This is an optimization exercise on Yosys and OpenROAD, whose aim is small area and a short achievable clock period, not a production implementation. In this exercise RTL edits were held to simulation tests only and were not proved equivalent to the original.

## conv_top
module conv_top (
    input  logic                 clk,
    input  logic                 rst_n,
    input  logic                 in_valid,
    input  logic [2-1:0][8-1:0] in_data,
    input  logic                 coef_wr,
    input  conv_pkg::chan_idx_t  coef_chan,
    input  conv_pkg::tap_idx_t   coef_addr,
    input  conv_pkg::coeff_t     coef_data,
    output logic                 out_valid,
    output logic [2-1:0][24-1:0] out_data
);
Size in the first run: about 83 I/O pins, about 110000 um^2 of cells after synthesis.
Settings: LEC_CHECK=0, ABC_CLOCK_PERIOD_IN_PS=2900, CAP_MARGIN=20, CORE_MARGIN=2, CORE_UTILIZATION=60, CTS_CLUSTER_DIAMETER=125, CTS_CLUSTER_SIZE=26, SETUP_SLACK_MARGIN=4.6, SLEW_MARGIN=20, TNS_END_PERCENT=100; clock period 7.5 ns.
standard.sh (not shown) runs the stock make flow with config.mk's settings and CLKGATE_MAP_FILE= SYNTH_SCRIPT=/design/flow/synth_recipe.tcl, a recipe that flattens the netlist after the stock synthesis.
==> flow/flow/run.sh <==
#!/bin/bash
# Standard layout, with one netlist clean-up between synthesis and floorplan:
# flow/polarity.py flips full-adder cells (a full adder fed complemented
# inputs gives complemented outputs) to drop the inverters synthesis leaves
# between them. Registers and every other cell are untouched.
set -euo pipefail
R=orfs/results/$FLOW_PLATFORM/conv_top/base
bash standard.sh synth > synth.log 2>&1
cp $R/1_2_yosys.v synth_netlist.v
python3 flow/polarity.py synth_netlist.v $R/1_2_yosys.v > polarity.log 2>&1
bash standard.sh finish > layout.log 2>&1
Other scripts of this flow, unchanged in this note and not shown: flow/flow/polarity.py
Next try:
Settings changed: ABC_CLOCK_PERIOD_IN_PS 2900 to 2800, CTS_CLUSTER_DIAMETER 125 to 120, CTS_CLUSTER_SIZE 26 to 24, SETUP_SLACK_MARGIN 4.6 to 4.75.
Critical path depth is unchanged. Synthesized cell count is unchanged. Synthesized area stays the same. Core utilization goes up by 1.5 points. Setup slack improved by 48 ps. Final area goes up by about 2.4%. Non-clock buffer count goes up by 152.

* * *

conv_top, a different RTL version from the one above (not shown whole).
For scale: roughly 8000 cells after synthesis, about 110000 sq um of cells after synthesis.
Design conv_top, start of the top module:
module conv_top (
    input  logic                 clk,
    input  logic                 rst_n,
    input  logic                 in_valid,
    input  logic [2-1:0][8-1:0] in_data,
    input  logic                 coef_wr,
    input  conv_pkg::chan_idx_t  coef_chan,
    input  conv_pkg::tap_idx_t   coef_addr,
    input  conv_pkg::coeff_t     coef_data,
    output logic                 out_valid,
    output logic [2-1:0][24-1:0] out_data
);
    localparam int NSR = 33;   
    localparam int NST = 4;   
    localparam int XST = 3;   
    logic        v_q;
    logic [15:0] d_q;
    logic        cw_q;
    logic        cc_q;
    logic [4:0]  ca_q;
    logic [7:0]  cd_q;
    always_ff @(posedge clk or negedge rst_n) begin
        if (!rst_n) begin
            v_q  <= 1'b0;
            cw_q <= 1'b0;
        end else begin
            v_q  <= in_valid;
            cw_q <= coef_wr;
        end
    end
    always_ff @(posedge clk) begin
        d_q  <= in_data;
        cc_q <= coef_chan;
        ca_q <= coef_addr;
        cd_q <= coef_data;
    end
    localparam bit [59:0] LT = {5'd13, 5'd16, 5'd17, 5'd18, 5'd21, 5'd22, 5'd23, 5'd4, 5'd9, 5'd14, 5'd19, 5'd24};
    localparam bit [59:0] ET = {5'd1, 5'd2, 5'd3, 5'd6, 5'd7, 5'd8, 5'd11, 5'd0, 5'd5, 5'd10, 5'd15, 5'd20};
    logic [1:0][11:0][7:0] cur, oth;
    logic [1:0][7:0]       clo_cur, clo_oth;
  ...
Settings: LEC_CHECK=0, ABC_CLOCK_PERIOD_IN_PS=3000, CAP_MARGIN=10, CORE_MARGIN=2, CORE_UTILIZATION=70, CTS_CLUSTER_DIAMETER=120, CTS_CLUSTER_SIZE=24, SETUP_SLACK_MARGIN=4.3, SLEW_MARGIN=10, TNS_END_PERCENT=100; clock period 7.5 ns.
Scripts as last shown in full above: flow/flow/run.sh
Other scripts of this flow, unchanged in this note and not shown: flow/flow/polarity.py
The first run produced a clean layout.
Rerun with:
- CAP_MARGIN: 10 -> 20
- CORE_UTILIZATION: 70 -> 40
- CTS_CLUSTER_DIAMETER: 120 -> default
- CTS_CLUSTER_SIZE: 24 -> default
- SLEW_MARGIN: 10 -> 20
Worst setup slack improves by 0.14 ns.
Critical path depth went down by 2.
Final area went up by 4.1%.
Sequential share of layout area went down by 1.7 points.
Fmax went up by 4.2%.
Register-to-register slack improves by 0.14 ns.

[separate check: timing with driven ports]
No port has a modelled driver above. Below, the same layouts with a new extraction and two added sets of constraints. Step 1 sets driving cells, clkbuf_16 on the clock port and buf_2 on the other inputs (assumed; they add their load-dependent delay and slew). Step 2 times the ports against the registers' clock, not the clock port: input delays grow and output delays shrink by t, the midpoint of the rising clock arrivals with the driver on. a / b / c = ideal / step 1 / step 2; a / b = the first two.
run | t (ns) | setup slack, ns | hold WS [ns] | cell pins on the clock port's net
the first run of note 1 | 0.839 | 4.505 / 4.505 / 4.327 | 0.336 / 0.336 / 0.336 | 1
the second run of note 1 | 0.853 | 4.552 / 4.552 / 4.325 | 0.338 / 0.338 / 0.338 | 1
the first run of note 2 | 0.823 | 4.129 / 4.129 / 4.129 | 0.337 / 0.337 / 0.337 | 1
the second run of note 2 | 0.964 | 4.264 / 4.264 / 4.174 | 0.324 / 0.324 / 0.324 | 1
After both steps setup and hold are still met in every run listed. For the second run of note 1, which loses most, drivers alone change the setup slack by 0.000 ns; drivers and shift together by -0.227 ns. The worst setup slack also covers recovery checks on asynchronous resets.
